What follows belongs to an exercise in optimizing a design on an open flow for small area, a short achievable clock period and few clock cycles per item; a production flow would make more cautious choices. At most, simulation tests tie the RTL to the original design; equivalence was not proved. The RTL of runs 1 and 2 was laid out without a check of its function.

**design.v**
```verilog
package sha256_pkg;
  localparam int unsigned WordW   = 32;
  localparam int unsigned BlkWds  = 16;
  localparam int unsigned HashWds = 8;
  localparam logic VAR_SHA256 = 1'b0;
  localparam logic VAR_SHA224 = 1'b1;
  function automatic logic [31:0] ror(input logic [31:0] x, input int unsigned n);
    ror = (x >> n) | (x << (32 - n));
  endfunction
  function automatic logic [31:0] bsig0(input logic [31:0] x);
    bsig0 = ror(x, 2) ^ ror(x, 13) ^ ror(x, 22);
  endfunction
  function automatic logic [31:0] bsig1(input logic [31:0] x);
    bsig1 = ror(x, 6) ^ ror(x, 11) ^ ror(x, 25);
  endfunction
  function automatic logic [31:0] ssig0(input logic [31:0] x);
    ssig0 = ror(x, 7) ^ ror(x, 18) ^ (x >> 3);
  endfunction
  function automatic logic [31:0] ssig1(input logic [31:0] x);
    ssig1 = ror(x, 17) ^ ror(x, 19) ^ (x >> 10);
  endfunction
  function automatic logic [31:0] csa_s(input logic [31:0] x, input logic [31:0] y,
                                        input logic [31:0] z);
    csa_s = x ^ y ^ z;
  endfunction
  function automatic logic [31:0] csa_c(input logic [31:0] x, input logic [31:0] y,
                                        input logic [31:0] z);
    logic [31:0] m;
    m = (x & y) | (x & z) | (y & z);
    csa_c = {m[30:0], 1'b0};
  endfunction
  function automatic logic [31:0] add_ks(input logic [31:0] x, input logic [31:0] y);
    logic [31:0] gg, pp, g2, p2;
    gg = x & y;
    pp = x ^ y;
    for (int l = 1; l < 32; l = l * 2) begin
      g2 = gg; p2 = pp;
      for (int i = l; i < 32; i++) begin
        g2[i] = gg[i] | (pp[i] & gg[i-l]);
        p2[i] = pp[i] & pp[i-l];
      end
      gg = g2; pp = p2;
    end
    add_ks = x ^ y ^ {gg[30:0], 1'b0};
  endfunction
  function automatic logic [31:0] iv_word(input logic variant, input logic [2:0] i);
    logic [31:0] r;
    r = '0;
    if (variant == VAR_SHA224) begin
      case (i)
        3'd0: r = 32'hc1059ed8;
        3'd1: r = 32'h367cd507;
        3'd2: r = 32'h3070dd17;
        3'd3: r = 32'hf70e5939;
        3'd4: r = 32'hffc00b31;
        3'd5: r = 32'h68581511;
        3'd6: r = 32'h64f98fa7;
        default: r = 32'hbefa4fa4;
      endcase
    end else begin
      case (i)
        3'd0: r = 32'h6a09e667;
        3'd1: r = 32'hbb67ae85;
        3'd2: r = 32'h3c6ef372;
        3'd3: r = 32'ha54ff53a;
        3'd4: r = 32'h510e527f;
        3'd5: r = 32'h9b05688c;
        3'd6: r = 32'h1f83d9ab;
        default: r = 32'h5be0cd19;
      endcase
    end
    iv_word = r;
  endfunction
  function automatic logic [31:0] k_const(input logic [5:0] t);
    logic [31:0] r;
    case (t)
      6'd0: r = 32'h428a2f98;  6'd1: r = 32'h71374491;  6'd2: r = 32'hb5c0fbcf;
      6'd3: r = 32'he9b5dba5;  6'd4: r = 32'h3956c25b;  6'd5: r = 32'h59f111f1;
      6'd6: r = 32'h923f82a4;  6'd7: r = 32'hab1c5ed5;  6'd8: r = 32'hd807aa98;
      6'd9: r = 32'h12835b01;  6'd10: r = 32'h243185be; 6'd11: r = 32'h550c7dc3;
      6'd12: r = 32'h72be5d74; 6'd13: r = 32'h80deb1fe; 6'd14: r = 32'h9bdc06a7;
      6'd15: r = 32'hc19bf174; 6'd16: r = 32'he49b69c1; 6'd17: r = 32'hefbe4786;
      6'd18: r = 32'h0fc19dc6; 6'd19: r = 32'h240ca1cc; 6'd20: r = 32'h2de92c6f;
      6'd21: r = 32'h4a7484aa; 6'd22: r = 32'h5cb0a9dc; 6'd23: r = 32'h76f988da;
      6'd24: r = 32'h983e5152; 6'd25: r = 32'ha831c66d; 6'd26: r = 32'hb00327c8;
      6'd27: r = 32'hbf597fc7; 6'd28: r = 32'hc6e00bf3; 6'd29: r = 32'hd5a79147;
      6'd30: r = 32'h06ca6351; 6'd31: r = 32'h14292967; 6'd32: r = 32'h27b70a85;
      6'd33: r = 32'h2e1b2138; 6'd34: r = 32'h4d2c6dfc; 6'd35: r = 32'h53380d13;
      6'd36: r = 32'h650a7354; 6'd37: r = 32'h766a0abb; 6'd38: r = 32'h81c2c92e;
      6'd39: r = 32'h92722c85; 6'd40: r = 32'ha2bfe8a1; 6'd41: r = 32'ha81a664b;
      6'd42: r = 32'hc24b8b70; 6'd43: r = 32'hc76c51a3; 6'd44: r = 32'hd192e819;
      6'd45: r = 32'hd6990624; 6'd46: r = 32'hf40e3585; 6'd47: r = 32'h106aa070;
      6'd48: r = 32'h19a4c116; 6'd49: r = 32'h1e376c08; 6'd50: r = 32'h2748774c;
      6'd51: r = 32'h34b0bcb5; 6'd52: r = 32'h391c0cb3; 6'd53: r = 32'h4ed8aa4a;
      6'd54: r = 32'h5b9cca4f; 6'd55: r = 32'h682e6ff3; 6'd56: r = 32'h748f82ee;
      6'd57: r = 32'h78a5636f; 6'd58: r = 32'h84c87814; 6'd59: r = 32'h8cc70208;
      6'd60: r = 32'h90befffa; 6'd61: r = 32'ha4506ceb; 6'd62: r = 32'hbef9a3f7;
      default: r = 32'hc67178f2;
    endcase
    k_const = r;
  endfunction
endpackage
module sha256_core (
  input  logic        clk,
  input  logic        rst,
  input  logic        variant,
  input  logic        src_valid,
  input  logic [31:0] src_word,
  input  logic        src_len2,     
  output logic        want,         
  output logic        take,
  output logic        out_valid,
  input  logic        out_ready,
  output logic [31:0] out_word,
  output logic [2:0]  out_idx,
  output logic        out_last
);
  logic [15:0][31:0] w;
  logic [31:0] a, b, c, d, e, f, g, p;
  logic [3:0][31:0] ha, he;
  logic [5:0] r;
  logic       run, fin;
  logic       cur_first, cur_last;
  logic       have0;        
  logic       f_need, f_comp, f_61, f_62, f_63;
  logic [5:0] r_next;
  logic [31:0] w_new, s1, s0, ch, mj, a_new, e_new, sum_a, sum_e, hsel_a, hsel_e;
  logic [31:0] px, p_new;
  logic [31:0] t1s, t1c, e1s, e1c, a1s, a1c, a2s, a2c;
  logic        stall, adv, need, opt, start, new_first, fold, shift;
  logic [1:0]  fidx;
  always_comb begin
    need      = run && f_need;
    opt       = !have0 && (run ? (f_62 || f_63) : 1'b1);
    stall     = run && ((need && !src_valid) || (f_61 && out_valid));
    adv       = run && !stall;
    start     = !run && have0 && src_valid;
    new_first = !fin || cur_last;
    fold      = (adv && (f_61 || f_62 || f_63)) || (fin && (cur_last || start));
    want      = need || opt || (!run && have0);
    take      = want && src_valid;
    shift     = take || (adv && f_comp);
    if (adv) r_next = f_63 ? r : r + 6'd1;
    else if (start) r_next = 6'd0;
    else r_next = r;
  end
  assign w_new = sha256_pkg::ssig1(w[14]) + w[9] + sha256_pkg::ssig0(w[1]) + w[0];
  always_ff @(posedge clk) begin
    if (shift) begin
      for (int i = 0; i < 15; i++) w[i] <= w[i+1];
      w[15] <= take ? src_word : w_new;
    end
  end
  always_comb begin
    fidx = {f_61 || f_62, f_61 || (run && f_63)};
    hsel_a = cur_first ? sha256_pkg::iv_word(variant, {1'b0, fidx}) : ha[3];
    hsel_e = cur_first ? sha256_pkg::iv_word(variant, {1'b1, fidx}) : he[3];
    sum_a  = hsel_a + a;
    sum_e  = hsel_e + e;
  end
  always_ff @(posedge clk) begin
    if (fold) begin
      ha <= {ha[2:0], sum_a};
      he <= {he[2:0], sum_e};
    end
  end
  always_comb begin
    s1    = sha256_pkg::bsig1(e);
    s0    = sha256_pkg::bsig0(a);
    ch    = (e & f) ^ (~e & g);
    mj    = (a & b) ^ (a & c) ^ (b & c);
    t1s   = sha256_pkg::csa_s(p, ch, s1);
    t1c   = sha256_pkg::csa_c(p, ch, s1);
    e1s   = sha256_pkg::csa_s(t1s, t1c, d);
    e1c   = sha256_pkg::csa_c(t1s, t1c, d);
    a1s   = sha256_pkg::csa_s(t1s, t1c, mj);
    a1c   = sha256_pkg::csa_c(t1s, t1c, mj);
    a2s   = sha256_pkg::csa_s(a1s, a1c, s0);
    a2c   = sha256_pkg::csa_c(a1s, a1c, s0);
    a_new = sha256_pkg::add_ks(a2s, a2c);
    e_new = sha256_pkg::add_ks(e1s, e1c);
    px    = run ? g : (new_first ? sha256_pkg::iv_word(variant, 3'd7) : he[2]);
    p_new = px + sha256_pkg::k_const(r + 6'd1) + w[15];
  end
  always_ff @(posedge clk) begin
    if (adv) begin
      a <= a_new; b <= a; c <= b; d <= c;
      e <= e_new; f <= e; g <= f;
      p <= p_new;
    end else if (start) begin
      if (new_first) begin
        a <= sha256_pkg::iv_word(variant, 3'd0);
        b <= sha256_pkg::iv_word(variant, 3'd1);
        c <= sha256_pkg::iv_word(variant, 3'd2);
        d <= sha256_pkg::iv_word(variant, 3'd3);
        e <= sha256_pkg::iv_word(variant, 3'd4);
        f <= sha256_pkg::iv_word(variant, 3'd5);
        g <= sha256_pkg::iv_word(variant, 3'd6);
      end else begin
        a <= sum_a; b <= ha[0]; c <= ha[1]; d <= ha[2];
        e <= sum_e; f <= he[0]; g <= he[1];
      end
      p <= p_new;
    end
  end
  always_ff @(posedge clk) begin
    if (rst) begin
      run       <= 1'b0;
      fin       <= 1'b0;
      r         <= 6'd63;
      f_need    <= 1'b0;
      f_comp    <= 1'b0;
      f_61      <= 1'b0;
      f_62      <= 1'b0;
      f_63      <= 1'b1;
      cur_first <= 1'b1;
      cur_last  <= 1'b0;
      have0     <= 1'b0;
    end else begin
      r      <= r_next;
      f_need <= (r_next <= 6'd13);
      f_comp <= (r_next >= 6'd14) && (r_next <= 6'd61);
      f_61   <= (r_next == 6'd61);
      f_62   <= (r_next == 6'd62);
      f_63   <= (r_next == 6'd63);
      if (opt && src_valid) have0 <= 1'b1;
      else if (start) have0 <= 1'b0;
      if (adv) begin
        if (f_63) begin
          run <= 1'b0;
          fin <= 1'b1;
        end
      end else if (start) begin
        run       <= 1'b1;
        fin       <= 1'b0;
        cur_first <= new_first;
        cur_last  <= 1'b0;
      end else if (fin && cur_last) begin
        fin <= 1'b0;
      end
      if (adv && need && src_len2) cur_last <= 1'b1;
    end
  end
  always_comb begin
    out_word = out_idx[2] ? he[out_idx[1:0]] : ha[out_idx[1:0]];
    out_last = (out_idx == ((variant == sha256_pkg::VAR_SHA224) ? 3'd6 : 3'd7));
  end
  always_ff @(posedge clk) begin
    if (rst) begin
      out_valid <= 1'b0;
      out_idx   <= '0;
    end else if (fin && cur_last) begin
      out_valid <= 1'b1;
      out_idx   <= '0;
    end else if (out_valid && out_ready) begin
      out_idx <= out_idx + 3'd1;
      if (out_last) out_valid <= 1'b0;
    end
  end
endmodule
module sha256_hash_engine_top (
  input  logic        clk,
  input  logic        rst,
  input  logic        cfg_valid,
  output logic        cfg_ready,
  input  logic        cfg_data,
  input  logic        s_axis_tvalid,
  output logic        s_axis_tready,
  input  logic [39:0] s_axis_tdata,    
  input  logic        s_axis_tlast,
  output logic        m_axis_tvalid,
  input  logic        m_axis_tready,
  output logic [39:0] m_axis_tdata,    
  output logic        m_axis_tlast
);
  localparam logic [1:0] S_DATA = 2'd0, S_P80 = 2'd1, S_ZERO = 2'd2, S_LEN2 = 2'd3;
  logic [1:0]  src_st;
  logic [3:0]  pos;         
  logic [58:0] words;       
  logic [1:0]  tail;        
  logic        variant;
  logic [2:0]  cnt;
  logic [31:0] in_word, pad_calc, gen_word, out_word;
  logic        gen_valid;
  logic [2:0]  out_idx;
  logic        want, take, out_valid, out_last;
  assign in_word = s_axis_tdata[31:0];
  assign cnt     = (s_axis_tdata[34:32] > 3'd4) ? 3'd4 : s_axis_tdata[34:32];
  always_comb begin
    case (cnt)
      3'd1:    pad_calc = {in_word[31:24], 24'h80_0000};
      3'd2:    pad_calc = {in_word[31:16], 16'h8000};
      3'd3:    pad_calc = {in_word[31:8], 8'h80};
      default: pad_calc = 32'h8000_0000;
    endcase
  end
  always_comb begin
    gen_valid = (src_st != S_DATA) || s_axis_tvalid;
    case (src_st)
      S_DATA:  gen_word = (!s_axis_tlast || cnt == 3'd4) ? in_word : pad_calc;
      S_P80:   gen_word = 32'h8000_0000;
      S_ZERO:  gen_word = (pos == 4'd14) ? words[58:27] : 32'd0;
      default: gen_word = {words[26:0], tail, 3'd0};
    endcase
  end
  always_ff @(posedge clk) begin
    if (rst) begin
      src_st    <= S_DATA;
      pos       <= '0;
      words     <= '0;
      tail      <= '0;
      variant   <= sha256_pkg::VAR_SHA256;
    end else begin
      if (cfg_valid) variant <= cfg_data;
      if (take) begin
        pos <= pos + 4'd1;
        case (src_st)
          S_DATA: begin
            if (!s_axis_tlast || cnt == 3'd4) words <= words + 59'd1;
            if (s_axis_tlast) begin
              tail   <= cnt[1:0];
              src_st <= (cnt == 3'd4) ? S_P80 : S_ZERO;
            end
          end
          S_P80:  src_st <= S_ZERO;
          S_ZERO: if (pos == 4'd14) src_st <= S_LEN2;
          default: begin
            src_st <= S_DATA;
            words  <= '0;
            tail   <= '0;
          end
        endcase
      end
    end
  end
  always_comb begin
    cfg_ready     = 1'b1;
    s_axis_tready = want && (src_st == S_DATA);
    m_axis_tvalid = out_valid;
    m_axis_tdata  = {5'd0, out_idx, out_word};
    m_axis_tlast  = out_last;
  end
  sha256_core u_core (
    .clk       (clk),
    .rst       (rst),
    .variant   (variant),
    .src_valid (gen_valid),
    .src_word  (gen_word),
    .src_len2  (src_st == S_LEN2),
    .want      (want),
    .take      (take),
    .out_valid (out_valid),
    .out_ready (m_axis_tready),
    .out_word  (out_word),
    .out_idx   (out_idx),
    .out_last  (out_last)
  );
endmodule
```
**run.sh**
```bash
#!/bin/bash
# synth_recipe.tcl (not shown) runs the flow's synth.tcl, then flattens the netlist and writes it again
# the make line also repeats each setting of config.mk as NAME=value (left out here)
make -C /OpenROAD-flow-scripts/flow DESIGN_CONFIG=/design/flow/config.mk WORK_HOME=/design/flow/orfs CLKGATE_MAP_FILE= SYNTH_SCRIPT=/design/flow/synth_recipe.tcl finish
```
**config.mk**
```make
export PLATFORM = sky130hd
export DESIGN_NAME = sha256_hash_engine_top
export DESIGN_NICKNAME = sha256_hash_engine_top
export VERILOG_FILES = /design/flow/design.v
export SDC_FILE = /design/flow/constraint.sdc
export NUM_CORES = 4
export LEC_CHECK = 0
export CAP_MARGIN = 20
export CORE_MARGIN = 2
export CORE_UTILIZATION = 40
export CTS_BUF_LIST = sky130_fd_sc_hd__clkbuf_4 sky130_fd_sc_hd__clkbuf_8
export SETUP_SLACK_MARGIN = 3.0
export SLEW_MARGIN = 20
export TNS_END_PERCENT = 100
```
**constraint.sdc**
```tcl
create_clock -name core_clock -period 8.5 [get_ports {clk}]
set_input_delay 1.7000 -clock core_clock [delete_from_list [all_inputs] [get_ports {clk}]]
set_output_delay 1.7000 -clock core_clock [all_outputs]
set_load 0.01 [all_outputs]
```
==> impl_metrics.sql, run 1 <==
INSERT INTO impl_metrics (metric_group, metric, value, unit) VALUES
('place', 'routabilityCongestion', '0.9902', ''),
('floorplanning', 'die_footprint', '158600', 'µm²'),
('drt', 'drt_pass1_iterations', '6', ''),
('layout', 'final_layout_size_suffix_gt1_share', '13.49', '%'),
('sta', 'timing.fmax', '0.1841', 'GHz'),
('logic_synthesis', 'synth_area', '62180', 'µm²'),
('floorplanning', 'die_h', '398.3', 'µm'),
('setup_path', 'cp.arrival', '6.08', 'ns'),
('setup_path', 'worstReg2RegStart', 'u_core.e[14]', ''),
('setup_path', 'worst_setup_ep_type', 'flop', ''),
('cts', 'cts.sinks', '1112', ''),
('sta', 'timing_max_transition_violations_final', '0', ''),
('layout', 'commonest_non_fill_non_tap_cell_in_the_layout', 'sky130_fd_sc_hd__edfxtp_1', ''),
('floorplanning', 'initial_util', '40.32', '%'),
('floorplanning', 'die_width', '398.3', 'µm'),
('worst_hold_path', 'hold_path_class', 'reg -> reg', ''),
('setup_path', 'cp-startpoint', 'u_core.e[14]', ''),
('worst_hold_path', 'hold_end', 'u_core.w[389]', ''),
('global_routing', 'pin_count_of_the_biggest_net_entering_global_routing', '172', ''),
('sta', 'worst_slew_margin_rel', '23.74', '%'),
('setup_path', 'reg2reg_path_depth', '17', ''),
('cts', 'clk_transition_reported_paths', '0.06', 'ns'),
('drt', 'wirelength_per_cell', '26.59', 'µm'),
('logic_synthesis', 'syn-instance-count', '5374', ''),
('floorplanning', 'placeableCoreArea', '154200', 'µm²'),
('setup_path', 'reg2reg_setup_slack', '3.07', 'ns'),
('logic_synthesis', 'yosys_most_used_dff', 'sky130_fd_sc_hd__edfxtp_1', ''),
('place', 'dp_hpwl', '144900', 'µm'),
('sta', 'clock_skew', '0.09891', 'ns'),
('sta', 'unrepaired_setup_endpoints_after_global_routing', 'true', ''),
('global_routing', 'grt_pass1_wl', '294400', 'µm'),
('setup_path', 'worst_path_required', '9.15', 'ns'),
('cts', 'cts_inserted_buffers', '188', ''),
('setup_path', 'worstPathMaxFanout', '4', ''),
('worst_hold_path', 'hold_path_startpoint', 'u_core.w[421]', ''),
('run_status', 'status', 'complete, no violations', ''),
('sta', 'worst_pin_slew', '1.132', 'ns'),
('logic_synthesis', 'synth-seq-cells', '1112', ''),
('global_routing', 'first_global_vias', '42619', ''),
('global_routing', 'grt_util_all_layers', '25.49', '%'),
('cts', 'cts.htree.levels', '4', ''),
('sta', 'final_period_minus_worst_setup_slack', '5.432', 'ns'),
('sta', 'final-setup-viol-count', '0', ''),
('logic_synthesis', 'post_synth_num_cell_types', '87', ''),
('sta', 'final_hold_slack', '0.3622', 'ns'),
('layout', 'layout.cells.most_common_list', '1024 x sky130_fd_sc_hd__edfxtp_1, 414 x sky130_fd_sc_hd__nand2_1, 376 x sky130_fd_sc_hd__a21oi_1, 373 x sky130_fd_sc_hd__inv_1, 365 x sky130_fd_sc_hd__nor2_1', ''),
('setup_path', 'critical_path_class', 'reg -> reg', ''),
('drt', 'drt_iter0_drc', '4788', ''),
('logic_synthesis', 'synth-edff-count', '1024', ''),
('cts', 'holdBufCountCts', '0', ''),
('layout', 'fillers', '14146', ''),
('sta', 'fin_crit_sh', '63.91', '%'),
('drt', 'drt-total-wl', '205100', 'µm'),
('global_routing', 'initial_antenna_violation_count', '3', ''),
('cts', 'max-clock-path-buffers', '3', ''),
('job', 'maxCapViolCount', '0', ''),
('sta', 'finalHoldViolations', '0', ''),
('drt', 'routed-via-count', '44564', ''),
('setup_path', 'cp-start-kind', 'flop', ''),
('drt', 'remaining_drc_errors', '0', ''),
('cts', 'cts_tree', 'built', ''),
('floorplanning', 'design.portCount', '91', ''),
('floorplanning', 'floorplan.rows', '144', '');
critical path: stages (launching register included):
cell and delay [ns]:
sky130_fd_sc_hd__edfxtp_1 0.53, sky130_fd_sc_hd__xor2_1 0.24, sky130_fd_sc_hd__xnor2_2 0.42, sky130_fd_sc_hd__fa_2 0.59
sky130_fd_sc_hd__fa_1 0.49, sky130_fd_sc_hd__fa_1 0.55, sky130_fd_sc_hd__inv_1 0.04, sky130_fd_sc_hd__ha_1 0.38
sky130_fd_sc_hd__nand3_1 0.14, sky130_fd_sc_hd__nor2_2 0.06, sky130_fd_sc_hd__o21ai_1 0.17, sky130_fd_sc_hd__nand3_2 0.18
sky130_fd_sc_hd__o311ai_4 0.37, sky130_fd_sc_hd__nand3b_1 0.19, sky130_fd_sc_hd__a221o_1 0.34, sky130_fd_sc_hd__a21oi_2 0.16
sky130_fd_sc_hd__xor2_1 0.17, sky130_fd_sc_hd__a22oi_1 0.10
timing repair:
action                     CTS  global route
setup buffers               48            33
resized for setup           96           104
gates cloned                 4             3
setup endpoints to repair   96            41
pin swaps                   16            45
stage by stage:
step           setup slack, ns  instance area, µm²  cells  util [%]
2_1_floorplan            1.842               62270   5378         -
3_3_place_gp             1.946               65350   7283     42.37
3_5_place_dp             1.980               65350   7283     42.37
4_1_cts                  2.846               70260   7677     45.56
5_1_grt                  2.871               71070   7714     46.08
6_report                 3.068               71070   7715     46.08
cell families (layout without fill, tap and decap cells):
| family | Yosys count | in the layout | synth area share, % |
|---|---|---|---|
| AOI/OAI and AO/OA | 1268 | 1269 | 12.52 |
| adders and majority gates | 443 | 443 | 11.54 |
| buffers and inverters | 687 | 977 | 4.191 |
| muxes | 149 | 149 | 3.785 |
| and+or+nand+nor | 1233 | 1233 | 8.906 |
| xor gates and xnor gates | 480 | 480 | 6.761 |
| DFF | 1112 | 1112 | 52.29 |
| other | 2 | 8 | 0.01208 |
cell usage after synthesis, types with 16 or more instances:
cell type	number	area [µm²]
sky130_fd_sc_hd__nor3_1	84	420.4
sky130_fd_sc_hd__nor2_1	379	1423
sky130_fd_sc_hd__xor2_1	187	1638
sky130_fd_sc_hd__o211ai_1	43	322.8
sky130_fd_sc_hd__o21ai_0	349	1747
sky130_fd_sc_hd__a21oi_1	396	1982
sky130_fd_sc_hd__a211oi_1	64	480.5
sky130_fd_sc_hd__a21o_1	107	803.3
sky130_fd_sc_hd__xnor2_1	293	2566
sky130_fd_sc_hd__a22oi_1	29	217.7
sky130_fd_sc_hd__a221o_1	21	210.2
sky130_fd_sc_hd__nand2b_1	31	193.9
sky130_fd_sc_hd__dfxtp_1	88	1762
sky130_fd_sc_hd__ha_1	220	2753
sky130_fd_sc_hd__inv_1	379	1423
sky130_fd_sc_hd__nor2b_1	29	181.4
sky130_fd_sc_hd__mux2_2	39	439.2
sky130_fd_sc_hd__o21bai_1	21	157.7
sky130_fd_sc_hd__mux4_2	65	1464
sky130_fd_sc_hd__nand4_1	24	150.1
sky130_fd_sc_hd__o21a_1	29	217.7
sky130_fd_sc_hd__buf_1	28	105.1
sky130_fd_sc_hd__fa_1	219	4384
sky130_fd_sc_hd__a31oi_1	42	262.8
sky130_fd_sc_hd__edfxtp_1	1024	30750
sky130_fd_sc_hd__and3_1	38	237.7
sky130_fd_sc_hd__mux2i_1	45	450.4
sky130_fd_sc_hd__or3_1	30	187.7
sky130_fd_sc_hd__or2_2	16	100.1
sky130_fd_sc_hd__nand2_1	422	1584
sky130_fd_sc_hd__nand3_1	125	625.6
sky130_fd_sc_hd__clkbuf_1	267	1002
area by class of cell:
| type | count | area, µm² | share of cell area (%) |
|---|---|---|---|
| Clock buffer | 256 | 3129 | 4.403 |
| Tap cell | 2044 | 2557 | 3.598 |
| Inverter | 384 | 1463 | 2.058 |
| Timing Repair Buffer | 251 | 2505 | 3.525 |
| Clock inverter | 86 | 818.3 | 1.151 |
| Sequential cell | 1112 | 32530 | 45.78 |
| Multi-Input combinational cell | 3580 | 28060 | 39.48 |
| Antenna cell | 2 | 5.005 | 0.007042 |
per-layer routing:
metal | up-vias | share of wire [%] | GRT usage (%)
li1 | 19636 | - | -
met1 | 22356 | 42 | 35.15
met2 | 2147 | 45 | 39.16
met3 | 423 | 8.7 | 5.359
met4 | 2 | 4.5 | 10.41
met5 | - | 0.0034 | 0
registers in the layout, summed over array words and instances, names as in the netlist, 2 cells and up:
| register | flops |
|---|---|
| u_core.w | 512 |
| u_core.ha | 128 |
| u_core.he | 128 |
| words | 59 |
| u_core.a | 32 |
| u_core.b | 32 |
| u_core.c | 32 |
| u_core.d | 32 |
| u_core.e | 32 |
| u_core.f | 32 |
| u_core.g | 32 |
| u_core.p | 32 |
| u_core.r | 6 |
| pos | 4 |
| u_core.out_idx | 3 |
| src_st | 2 |
| tail | 2 |
how the worst max path moves through the flow:
| stage | to |
|---|---|
| final | u_core.a[24] |
| after global routing | u_core.p[31] |
| after CTS | u_core.p[31] |
| after detailed placement | u_core.p[31] |
| after global placement | u_core.p[31] |
| after floorplan | u_core.ha[0] |
==> run 2: changes to the inputs <==
--- a/config.mk
+++ b/config.mk
@@ -10,4 +10,5 @@
 export CORE_UTILIZATION = 40
 export CTS_BUF_LIST = sky130_fd_sc_hd__clkbuf_4 sky130_fd_sc_hd__clkbuf_8
+export PLACE_DENSITY = 0.75
 export SETUP_SLACK_MARGIN = 3.0
 export SLEW_MARGIN = 20
==> run 2 against run 1 <==
Net effect:
- via count grew 0.58%
- fmax down 2.4%
- still clean
==> impl_metrics.sql, run 2 <==
INSERT INTO impl_metrics (metric_group, metric, value, unit) VALUES
('run_status', 'status', 'complete, no violations', ''),
('cts', 'cts_tree', 'built', ''),
('sta', 'finalHoldViolations', '0', ''),
('drt', 'drt_iter0_drc', '5654', ''),
('layout', 'final_layout_size_suffix_gt1_share', '13.01', '%'),
('floorplanning', 'placeableCoreArea', '154200', 'µm²'),
('layout', 'largest_reg_flops', '512', ''),
('logic_synthesis', 'synthMuxAreaShare', '3.785', '%'),
('drt', 'drt_pass1_iterations', '8', ''),
('job', 'maxCapViolCount', '0', ''),
('layout', 'non_filler_instance_count_after_layout', '7713', ''),
('setup_path', 'path_cells', 'buf_4 > xor2_1 > xnor2_2 > fa_2 > buf_4 > fa_1 > inv_1 > ha_1 > inv_1 > o311a_1 > a21oi_1 > nand4_1 > a21oi_1 > or4_1 > a31oi_2 > o21ai_1 > xnor2_1 > o22ai_1', ''),
('setup_path', 'reg2reg_setup_slack', '2.93', 'ns'),
('logic_synthesis', 'synthesis.yosys.warnings', '2', ''),
('logic_synthesis', 'post_synth_and_or_nand_nor_area_fraction', '8.906', '%'),
('drt', 'drt-total-wl', '196600', 'µm'),
('layout', 'multi_input_gate_area', '27910', 'µm²'),
('setup_path', 'worst_path_required', '9.13', 'ns'),
('setup_path', 'cp.arrival', '6.19', 'ns'),
('floorplanning', 'design.portCount', '91', ''),
('logic_synthesis', 'post_synth_main_area_contributors', 'sky130_fd_sc_hd__edfxtp_1 49%, sky130_fd_sc_hd__fa_1 7.1%, sky130_fd_sc_hd__ha_1 4.4%, sky130_fd_sc_hd__xnor2_1 4.1%, sky130_fd_sc_hd__a21oi_1 3.2%', ''),
('setup_path', 'worst_setup_ep_type', 'flop', ''),
('setup_path', 'worstReg2RegStart', 'u_core.e[12]', ''),
('sta', 'tns', '0', 'ns'),
('setup_path', 'cp-startpoint', 'u_core.e[12]', ''),
('cts', 'holdBufCountCts', '0', ''),
('cts', 'clk_transition_reported_paths', '0.07', 'ns'),
('sta', 'worst_pin_slew', '1.134', 'ns'),
('sta', 'timing.fmax', '0.1796', 'GHz'),
('logic_synthesis', 'synth_xor_xnor_area_share', '6.761', '%'),
('place', 'placed_cells', '7280', ''),
('floorplanning', 'die_h', '398.3', 'µm'),
('logic_synthesis', 'synth-edff-count', '1024', ''),
('logic_synthesis', 'synth_top_family_by_area', 'compound AO/OA/AOI/OAI gates', ''),
('logic_synthesis', 'syn-instance-count', '5374', ''),
('setup_path', 'worst_path_max_delay_cell', 'sky130_fd_sc_hd__fa_2', ''),
('setup_path', 'critical_path_class', 'reg -> reg', ''),
('logic_synthesis', 'ys_top_cells_by_count', '1024 x sky130_fd_sc_hd__edfxtp_1, 422 x sky130_fd_sc_hd__nand2_1, 396 x sky130_fd_sc_hd__a21oi_1', ''),
('place', 'buffer_ports.inserted', '79', ''),
('place', 'post-place-ws', '1.400', 'ns'),
('logic_synthesis', 'post_synth_fa_ha_maj_area_fraction', '11.54', '%'),
('sta', 'unrepaired_setup_endpoints_after_global_routing', 'true', ''),
('cts', 'cts.root.buffer_cell', 'sky130_fd_sc_hd__clkbuf_8', ''),
('place', 'dp_hpwl', '140400', 'µm'),
('logic_synthesis', 'synth_top_cell_by_area', 'sky130_fd_sc_hd__edfxtp_1', ''),
('drt', 'wirelength_per_cell', '25.49', 'µm'),
('sta', 'final_period_minus_worst_setup_slack', '5.567', 'ns'),
('setup_path', 'cp_capture_point', 'u_core.e[31]', ''),
('global_routing', 'pin_count_of_the_biggest_net_entering_global_routing', '129', ''),
('global_routing', 'grt_pass1_wl', '285300', 'µm'),
('setup_path', 'crit-reg2reg-capture', 'u_core.e[31]', ''),
('setup_path', 'worstPathMaxFanout', '4', ''),
('drt', 'routed_via_density', '5.811', ''),
('floorplanning', 'floorplan.rows', '144', ''),
('layout', 'regs_by_ff_count', 'u_core.w: 512 flops, u_core.ha: 128 flops, u_core.he: 128 flops', ''),
('global_routing', 'grt_util_all_layers', '24.43', '%'),
('sta', 'timing_max_transition_violations_final', '0', ''),
('logic_synthesis', 'synth_area', '62180', 'µm²'),
('floorplanning', 'initial_util', '40.32', '%'),
('sta', 'fin_crit_sh', '65.50', '%'),
('sta', 'setup_ws', '2.933', 'ns'),
('cts', 'cts_inserted_buffers', '185', ''),
('layout', 'design.final.nets', '5993', ''),
('setup_path', 'reg2reg_path_depth', '18', ''),
('logic_synthesis', 'yosys_most_used_dff', 'sky130_fd_sc_hd__edfxtp_1', ''),
('layout', 'area_delta_synth_final', '13.72', '%'),
('layout', 'layout.cells.most_common_list', '1024 x sky130_fd_sc_hd__edfxtp_1, 413 x sky130_fd_sc_hd__nand2_1, 387 x sky130_fd_sc_hd__a21oi_1, 373 x sky130_fd_sc_hd__inv_1, 367 x sky130_fd_sc_hd__nor2_1', ''),
('drt', 'antenna_left', '0', ''),
('sta', 'worst_slew_margin_rel', '23.59', '%'),
('cts', 'max-clock-path-buffers', '3', ''),
('setup_path', 'cp-start-kind', 'flop', ''),
('cts', 'cts.sinks', '1112', ''),
('drt', 'routed-via-count', '44822', ''),
('layout', 'ff_latch_area', '32540', 'µm²'),
('logic_synthesis', 'synthMostInstantiatedCell', 'sky130_fd_sc_hd__edfxtp_1', ''),
('logic_synthesis', 'syn_area_cell', '11.57', 'µm²'),
('logic_synthesis', 'post_synth_num_cell_types', '87', ''),
('logic_synthesis', 'synth-seq-cells', '1112', ''),
('place', 'routabilityCongestion', '1.009', ''),
('floorplanning', 'die_footprint', '158600', 'µm²'),
('logic_synthesis', 'async_reset_ff_share', '0', '%'),
('sta', 'clock_skew', '0.09485', 'ns'),
('layout', 'largest_register', 'u_core.w', ''),
('global_routing', 'first_global_vias', '43282', ''),
('logic_synthesis', 'synth_compound_gate_area_share', '12.52', '%'),
('global_routing', 'globalRouteOverflowTotal', '0', ''),
('layout', 'fillers', '13924', ''),
('layout', 'commonest_non_fill_non_tap_cell_in_the_layout', 'sky130_fd_sc_hd__edfxtp_1', ''),
('cts', 'clock_latency', '0.96', 'ns'),
('floorplanning', 'die_width', '398.3', 'µm'),
('global_routing', 'initial_antenna_violation_count', '4', ''),
('drt', 'remaining_drc_errors', '0', ''),
('logic_synthesis', 'sequential_to_total_area_share_from_yosys_stat', '52.29', '%'),
('setup_path', 'critical-path-max-stage-delay', '0.58', 'ns'),
('sta', 'final-setup-viol-count', '0', ''),
('worst_hold_path', 'hold_path_class', 'reg -> reg', ''),
('cts', 'cts.htree.levels', '4', ''),
('logic_synthesis', 'synth_top_cell_area_share', '49.45', '%');
## run 2: repair_timing
item,CTS,global route
gates resized for setup,82,91
cloned,2,0
pin swaps,13,41
buffers inserted,36,45
hold endpoints to repair,0,0
setup endpoints to repair,86,36
## run 2: cell type report
class                           instances  area share (%)
Sequential cell                      1112           46.02
Multi-Input combinational cell       3580           39.47
Clock buffer                          253           4.411
Tap cell                             2044           3.617
Timing Repair Buffer                  244           3.247
Inverter                              384           2.067
Clock inverter                         92           1.159
Antenna cell                            4         0.01416
## run 2: routing by layer
layer,vias to the layer above,share of wire (%),routed length (µm),GRT usage [%]
met4,4,6.1,12050,12.82
met1,22058,40,78180,33.12
met5,-,0.014,27,0
met2,2600,43,85380,36.46
li1,19626,-,-,-
met3,534,11,20930,5.703
## run 2: through the flow
stage                     hold slack [ns]  cell area [µm²]  util (%)
after floorplan                    0.4003            62270         -
after detailed placement           0.4045            65300     42.34
final                              0.3561            70710     45.85
after global routing               0.3550            70700     45.84
after CTS                          0.3402            69940     45.35
after global placement             0.4005            65300     42.34
## run 2: worst min path at each step
stage / cells past startpoint / from / slack [ns] / endpoint
finish: 0 / u_core.w[377] / 0.36 / u_core.w[345]
global route: 0 / u_core.w[407] / 0.36 / u_core.w[375]
CTS: 0 / u_core.w[83] / 0.34 / u_core.w[51]
detailed placement: 0 / u_core.w[132] / 0.40 / u_core.w[100]
global placement: 0 / u_core.w[163] / 0.40 / u_core.w[131]
floorplan: 0 / u_core.w[132] / 0.40 / u_core.w[100]
## run 2: cell families (layout without fill, tap and decap cells)
group / Yosys count / count (layout)
AOI/OAI and AO/OA: 1268 / 1269
adders and majority gates: 443 / 443
other: 2 / 10
xor gates and xnor gates: 480 / 480
and+or+nand+nor: 1233 / 1233
DFF: 1112 / 1112
muxes: 149 / 149
buffers and inverters: 687 / 973
## run 2: worst max-delay path: cells and delay by family, from the launching register on
kind                       cells  cell delay, ns
and+or+nand+nor                2            0.52
xor gates and xnor gates       3            0.64
adders and majority gates      3            1.37
buffers and inverters          4            0.50
DFF                            1            0.53
AOI/OAI and AO/OA              6            1.70
==> run 3: changes to the inputs <==
--- a/design.v
+++ b/design.v
@@ -117,17 +117,19 @@
 );
   logic [15:0][31:0] w;
-  logic [31:0] a, b, c, d, e, f, g, p;
+  logic [31:0] ra, rb, rc, rd, re, rf, rg, q;
   logic [3:0][31:0] ha, he;
   logic [5:0] r;
-  logic       run, fin;
-  logic       cur_first, cur_last;
+  logic       run, fin, f0;
+  logic       cur_first, cur_last, prv_first, prv_last;
   logic       have0;        
-  logic       f_need, f_comp, f_61, f_62, f_63;
+  logic       f_zero, f_need, f_comp, f_61, f_62, f_63;
   logic [5:0] r_next;
+  logic [31:0] kq;          
   logic [31:0] w_new, s1, s0, ch, mj, a_new, e_new, sum_a, sum_e, hsel_a, hsel_e;
-  logic [31:0] px, p_new;
-  logic [31:0] t1s, t1c, e1s, e1c, a1s, a1c, a2s, a2c;
-  logic        stall, adv, need, opt, start, new_first, fold, shift;
-  logic [1:0]  fidx;
+  logic [31:0] qx, qy, q_new, ld_c;
+  logic [31:0] e1s, e1c, a1s, a1c, a2s, a2c, q1s, q1c, q2s, q2c;
+  logic        stall, adv, need, opt, start, new_first, fin_go, f0_go;
+  logic        fold_a, fold_e, afirst, shift;
+  logic [1:0]  aidx, eidx;
   always_comb begin
     need      = run && f_need;
@@ -137,5 +139,8 @@
     start     = !run && have0 && src_valid;
     new_first = !fin || cur_last;
-    fold      = (adv && (f_61 || f_62 || f_63)) || (fin && (cur_last || start));
+    fin_go    = fin && (cur_last || start);
+    f0_go     = f0 && (!run || adv);
+    fold_e    = (adv && (f_61 || f_62 || f_63)) || fin_go;
+    fold_a    = (adv && (f_62 || f_63)) || fin_go || f0_go;
     want      = need || opt || (!run && have0);
     take      = want && src_valid;
@@ -153,53 +158,74 @@
   end
   always_comb begin
-    fidx = {f_61 || f_62, f_61 || (run && f_63)};
-    hsel_a = cur_first ? sha256_pkg::iv_word(variant, {1'b0, fidx}) : ha[3];
-    hsel_e = cur_first ? sha256_pkg::iv_word(variant, {1'b1, fidx}) : he[3];
-    sum_a  = hsel_a + a;
-    sum_e  = hsel_e + e;
+    aidx   = {f_62 || (run && f_63), f_62 || fin};
+    eidx   = {f_61 || f_62, f_61 || (run && f_63)};
+    afirst = f0 ? prv_first : cur_first;
+    hsel_a = afirst ? sha256_pkg::iv_word(variant, {1'b0, aidx}) : ha[3];
+    hsel_e = cur_first ? sha256_pkg::iv_word(variant, {1'b1, eidx}) : he[3];
+    sum_a  = hsel_a + ra;
+    sum_e  = hsel_e + re;
   end
   always_ff @(posedge clk) begin
-    if (fold) begin
-      ha <= {ha[2:0], sum_a};
-      he <= {he[2:0], sum_e};
-    end
+    if (fold_a) ha <= {ha[2:0], sum_a};
+    if (fold_e) he <= {he[2:0], sum_e};
   end
   always_comb begin
-    s1    = sha256_pkg::bsig1(e);
-    s0    = sha256_pkg::bsig0(a);
-    ch    = (e & f) ^ (~e & g);
-    mj    = (a & b) ^ (a & c) ^ (b & c);
-    t1s   = sha256_pkg::csa_s(p, ch, s1);
-    t1c   = sha256_pkg::csa_c(p, ch, s1);
-    e1s   = sha256_pkg::csa_s(t1s, t1c, d);
-    e1c   = sha256_pkg::csa_c(t1s, t1c, d);
-    a1s   = sha256_pkg::csa_s(t1s, t1c, mj);
-    a1c   = sha256_pkg::csa_c(t1s, t1c, mj);
+    s1    = sha256_pkg::bsig1(re);
+    ch    = (re & rf) ^ (~re & rg);
+    s0    = sha256_pkg::bsig0(ra);
+    mj    = (ra & rb) ^ (ra & rc) ^ (rb & rc);
+    e1s   = sha256_pkg::csa_s(q, ch, s1);
+    e1c   = sha256_pkg::csa_c(q, ch, s1);
+    e_new = sha256_pkg::add_ks(e1s, e1c);
+    a1s   = sha256_pkg::csa_s(re, ~rd, mj);
+    a1c   = sha256_pkg::csa_c(re, ~rd, mj) | 32'd1;
     a2s   = sha256_pkg::csa_s(a1s, a1c, s0);
     a2c   = sha256_pkg::csa_c(a1s, a1c, s0);
     a_new = sha256_pkg::add_ks(a2s, a2c);
-    e_new = sha256_pkg::add_ks(e1s, e1c);
-    px    = run ? g : (new_first ? sha256_pkg::iv_word(variant, 3'd7) : he[2]);
-    p_new = px + sha256_pkg::k_const(r + 6'd1) + w[15];
+    ld_c  = cur_first ? sha256_pkg::iv_word(variant, 3'd2) : ha[1];
+    if (run) begin
+      qx = rg;
+      qy = f_zero ? ld_c : rb;
+    end else begin
+      qx = new_first ? sha256_pkg::iv_word(variant, 3'd7) : he[2];
+      qy = new_first ? sha256_pkg::iv_word(variant, 3'd3) : ha[1];
+    end
+    q1s   = sha256_pkg::csa_s(kq, w[15], qx);
+    q1c   = sha256_pkg::csa_c(kq, w[15], qx);
+    q2s   = sha256_pkg::csa_s(q1s, q1c, qy);
+    q2c   = sha256_pkg::csa_c(q1s, q1c, qy);
+    q_new = q2s + q2c;
+  end
+  always_ff @(posedge clk) begin
+    if (start) kq <= sha256_pkg::k_const(6'd1);
+    else if (!stall) kq <= sha256_pkg::k_const(f_63 ? 6'd0 : r + 6'd2);
   end
   always_ff @(posedge clk) begin
     if (adv) begin
-      a <= a_new; b <= a; c <= b; d <= c;
-      e <= e_new; f <= e; g <= f;
-      p <= p_new;
+      re <= e_new; rf <= re; rg <= rf;
+      q  <= q_new;
     end else if (start) begin
       if (new_first) begin
-        a <= sha256_pkg::iv_word(variant, 3'd0);
-        b <= sha256_pkg::iv_word(variant, 3'd1);
-        c <= sha256_pkg::iv_word(variant, 3'd2);
-        d <= sha256_pkg::iv_word(variant, 3'd3);
-        e <= sha256_pkg::iv_word(variant, 3'd4);
-        f <= sha256_pkg::iv_word(variant, 3'd5);
-        g <= sha256_pkg::iv_word(variant, 3'd6);
+        re <= sha256_pkg::iv_word(variant, 3'd4);
+        rf <= sha256_pkg::iv_word(variant, 3'd5);
+        rg <= sha256_pkg::iv_word(variant, 3'd6);
       end else begin
-        a <= sum_a; b <= ha[0]; c <= ha[1]; d <= ha[2];
-        e <= sum_e; f <= he[0]; g <= he[1];
+        re <= sum_e; rf <= he[0]; rg <= he[1];
       end
-      p <= p_new;
+      q <= q_new;
+    end
+  end
+  always_ff @(posedge clk) begin
+    if (adv && f_zero) begin
+      if (cur_first) begin
+        ra <= sha256_pkg::iv_word(variant, 3'd0);
+        rb <= sha256_pkg::iv_word(variant, 3'd1);
+        rc <= sha256_pkg::iv_word(variant, 3'd2);
+        rd <= sha256_pkg::iv_word(variant, 3'd3);
+      end else begin
+        ra <= sum_a; rb <= ha[0]; rc <= ha[1]; rd <= ha[2];
+      end
+    end else if (adv || fin_go) begin
+      ra <= a_new; rb <= ra; rc <= rb; rd <= rc;
     end
   end
@@ -208,5 +234,7 @@
       run       <= 1'b0;
       fin       <= 1'b0;
+      f0        <= 1'b0;
       r         <= 6'd63;
+      f_zero    <= 1'b0;
       f_need    <= 1'b0;
       f_comp    <= 1'b0;
@@ -216,7 +244,10 @@
       cur_first <= 1'b1;
       cur_last  <= 1'b0;
+      prv_first <= 1'b1;
+      prv_last  <= 1'b0;
       have0     <= 1'b0;
     end else begin
       r      <= r_next;
+      f_zero <= (r_next == 6'd0);
       f_need <= (r_next <= 6'd13);
       f_comp <= (r_next >= 6'd14) && (r_next <= 6'd61);
@@ -226,4 +257,11 @@
       if (opt && src_valid) have0 <= 1'b1;
       else if (start) have0 <= 1'b0;
+      if (fin_go) begin
+        f0        <= 1'b1;
+        prv_first <= cur_first;
+        prv_last  <= cur_last;
+      end else if (f0_go) begin
+        f0 <= 1'b0;
+      end
       if (adv) begin
         if (f_63) begin
@@ -236,5 +274,5 @@
         cur_first <= new_first;
         cur_last  <= 1'b0;
-      end else if (fin && cur_last) begin
+      end else if (fin_go) begin
         fin <= 1'b0;
       end
@@ -250,5 +288,5 @@
       out_valid <= 1'b0;
       out_idx   <= '0;
-    end else if (fin && cur_last) begin
+    end else if (f0_go && prv_last) begin
       out_valid <= 1'b1;
       out_idx   <= '0;
--- a/config.mk
+++ b/config.mk
@@ -10,5 +10,4 @@
 export CORE_UTILIZATION = 40
 export CTS_BUF_LIST = sky130_fd_sc_hd__clkbuf_4 sky130_fd_sc_hd__clkbuf_8
-export PLACE_DENSITY = 0.75
 export SETUP_SLACK_MARGIN = 3.0
 export SLEW_MARGIN = 20
==> run 3 against run 2 <==
Net effect:
- clock skew rose by 0.0062 ns
- hold slack got worse by 0.019 ns
- flip-flop and latch count grew 36
- die area increased by 4.4%
==> impl_metrics.sql, run 3 <==
INSERT INTO impl_metrics (metric_group, metric, value, unit) VALUES
('layout', 'largest_register', 'u_core.w', ''),
('floorplanning', 'floorplan.rows', '147', ''),
('drt', 'antenna_left', '0', ''),
('logic_synthesis', 'synth-seq-cells', '1148', ''),
('setup_path', 'worstPathMaxFanout', '24', ''),
('setup_path', 'worst_setup_ep_type', 'flop', ''),
('logic_synthesis', 'post_synth_and_or_nand_nor_area_fraction', '9.191', '%'),
('logic_synthesis', 'synth_top_cell_by_area', 'sky130_fd_sc_hd__edfxtp_1', ''),
('place', 'buffer_ports.inserted', '79', ''),
('global_routing', 'grt_pass1_wl', '290000', 'µm'),
('sta', 'final_hold_slack', '0.3367', 'ns'),
('setup_path', 'path_cells', 'nor2b_4 > buf_12 > buf_4 > buf_4 > a21oi_1 > o21ai_0 > fa_1 > fa_1 > ha_1 > nand4_1 > nor2_1 > inv_1 > a211oi_2 > o41ai_2 > o21ai_1 > a21oi_2 > nor4bb_1 > a211o_1', ''),
('layout', 'final_core_utilization', '45.07', '%'),
('setup_path', 'worst_path_required', '9.27', 'ns'),
('layout', 'design.final.nets', '6325', ''),
('layout', 'final_layout_size_suffix_gt1_share', '10.03', '%'),
('sta', 'fin_crit_sh', '63.45', '%'),
('job', 'maxCapViolCount', '0', ''),
('drt', 'drt-total-wl', '202600', 'µm'),
('run_status', 'status', 'complete, no violations', ''),
('logic_synthesis', 'synth_compound_gate_area_share', '13.12', '%'),
('logic_synthesis', 'ys_top_cells_by_count', '1024 x sky130_fd_sc_hd__edfxtp_1, 570 x sky130_fd_sc_hd__nand2_1, 473 x sky130_fd_sc_hd__inv_1', ''),
('cts', 'max-clock-path-buffers', '3', ''),
('global_routing', 'groute.layer.met3.usage', '4.246', '%'),
('worst_hold_path', 'hold_path_class', 'reg -> reg', ''),
('sta', 'timing_max_transition_violations_final', '0', ''),
('drt', 'drt_pass1_iterations', '6', ''),
('floorplanning', 'die_width', '406.9', 'µm'),
('sta', 'finalHoldViolations', '0', ''),
('drt', 'remaining_drc_errors', '0', ''),
('setup_path', 'cp-start-kind', 'flop', ''),
('logic_synthesis', 'synth_top_cell_area_share', '47.36', '%'),
('cts', 'cts.htree.levels', '4', ''),
('global_routing', 'first_global_vias', '43229', ''),
('cts', 'cts.root.buffer_cell', 'sky130_fd_sc_hd__clkbuf_8', ''),
('layout', 'commonest_non_fill_non_tap_cell_in_the_layout', 'sky130_fd_sc_hd__edfxtp_1', ''),
('setup_path', 'critical-path-max-stage-delay', '0.52', 'ns'),
('layout', 'fillers', '14914', ''),
('global_routing', 'met1_usage', '34.17', '%'),
('layout', 'layout.cells.most_common_list', '1024 x sky130_fd_sc_hd__edfxtp_1, 565 x sky130_fd_sc_hd__nand2_1, 471 x sky130_fd_sc_hd__inv_1, 423 x sky130_fd_sc_hd__a21oi_1, 371 x sky130_fd_sc_hd__o21ai_0', ''),
('logic_synthesis', 'synthMostInstantiatedCell', 'sky130_fd_sc_hd__edfxtp_1', ''),
('drt', 'drt_iter0_drc', '5177', ''),
('drt', 'wirelength_per_cell', '24.84', 'µm'),
('setup_path', 'cp.arrival', '6.17', 'ns'),
('cts', 'cts_tree', 'built', '');
==> run 3: area by class of cell <==
class | count | area, µm² | share of cell area, %
Antenna cell | 2 | 5.005 | 0.006900
Clock buffer | 249 | 3083 | 4.251
Clock inverter | 110 | 1181 | 1.628
Inverter | 477 | 1792 | 2.470
Multi-Input combinational cell | 3850 | 28970 | 39.94
Sequential cell | 1148 | 33250 | 45.84
Tap cell | 2160 | 2703 | 3.726
Timing Repair Buffer | 161 | 1549 | 2.136
==> run 3: final timing paths <==
path,to,slack [ns],startpoint,cells after the start
setup / recovery,u_core.q[29],3.11,u_core.fin,18
hold / removal,u_core.w[152],0.34,u_core.w[184],0
setup reg to reg,u_core.q[29],3.11,u_core.fin,18
hold reg to reg,u_core.w[152],0.34,u_core.w[184],0
==> run 3: timing repair <==
| item | in CTS | in global routing |
|---|---|---|
| buffers inserted | 5 | 6 |
| resized for setup | 19 | 29 |
| pin swaps | 0 | 1 |
| gates cloned | 1 | 1 |
| hold endpoints to repair | 0 | 0 |
| endpoints found under the setup margin | 35 | 31 |
==> run 3: worst max-delay path, delay by kind of cell (launching register included) <==
kind	cells	cell delay, ns
AOI/OAI and AO/OA	7	1.63
adders and majority gates	3	1.33
and+or+nand+nor	4	1.02
buffers and inverters	4	0.70
DFF	1	0.52
==> run 3: cell families (layout without fill, tap and decap cells) <==
logic type / Yosys count / in the layout
simple gates: 1351 / 1352
fa+ha+maj: 477 / 477
other cells: 2 / 8
mux: 157 / 157
flops: 1148 / 1148
xor+xnor: 476 / 476
buf+inv: 809 / 997
compound gates: 1382 / 1382
==> run 3: layer usage <==
layer / share of wire, % / up-vias
li1: - / 20744
met1: 44 / 22908
met2: 45 / 1853
met3: 7.5 / 319
met4: 3.3 / 2
met5: 0.0044 / -
==> run 3: per-stage QoR <==
step	area, µm²	cells	setup WS (ns)
final	72530	8157	3.106
after global routing	72530	8157	2.906
after CTS	72280	8147	2.970
after detailed placement	67890	7782	2.262
after global placement	67890	7782	2.347
after floorplan	64980	5806	2.406
Testbench counts of run 3, summed over its fixed seeds: cycles 55,304, bytes 42,816.

re-timing with driven ports:
How much do the figures lean on ideal ports? The routed layouts below were timed once more, with nothing changed but the port constraints.
Step 1 sets driving cells, clkbuf_16 on the clock port and buf_2 on the other inputs (assumed; they add their load-dependent delay and slew).
Step 2 also shifts input and output timing later by t, the mid clock arrival at the registers, as if the neighbouring blocks saw the same clock.
Three values: no drivers, after step 1, after step 2; two values: the first two.
| run | t (ns) | setup slack, ns | hold WS [ns] |
|---|---|---|---|
| run 1 | 1.018 | 3.068 / 3.068 / 3.068 | 0.362 / 0.362 / 0.362 |
| run 2 | 0.993 | 2.933 / 2.933 / 2.861 | 0.356 / 0.356 / 0.356 |
| run 3 | 1.004 | 3.106 / 3.106 / 3.106 | 0.337 / 0.337 / 0.337 |
After both steps every run listed still meets setup and hold. For run 2, which loses most, drivers alone change the setup slack by 0.000 ns; drivers and shift together by -0.072 ns.
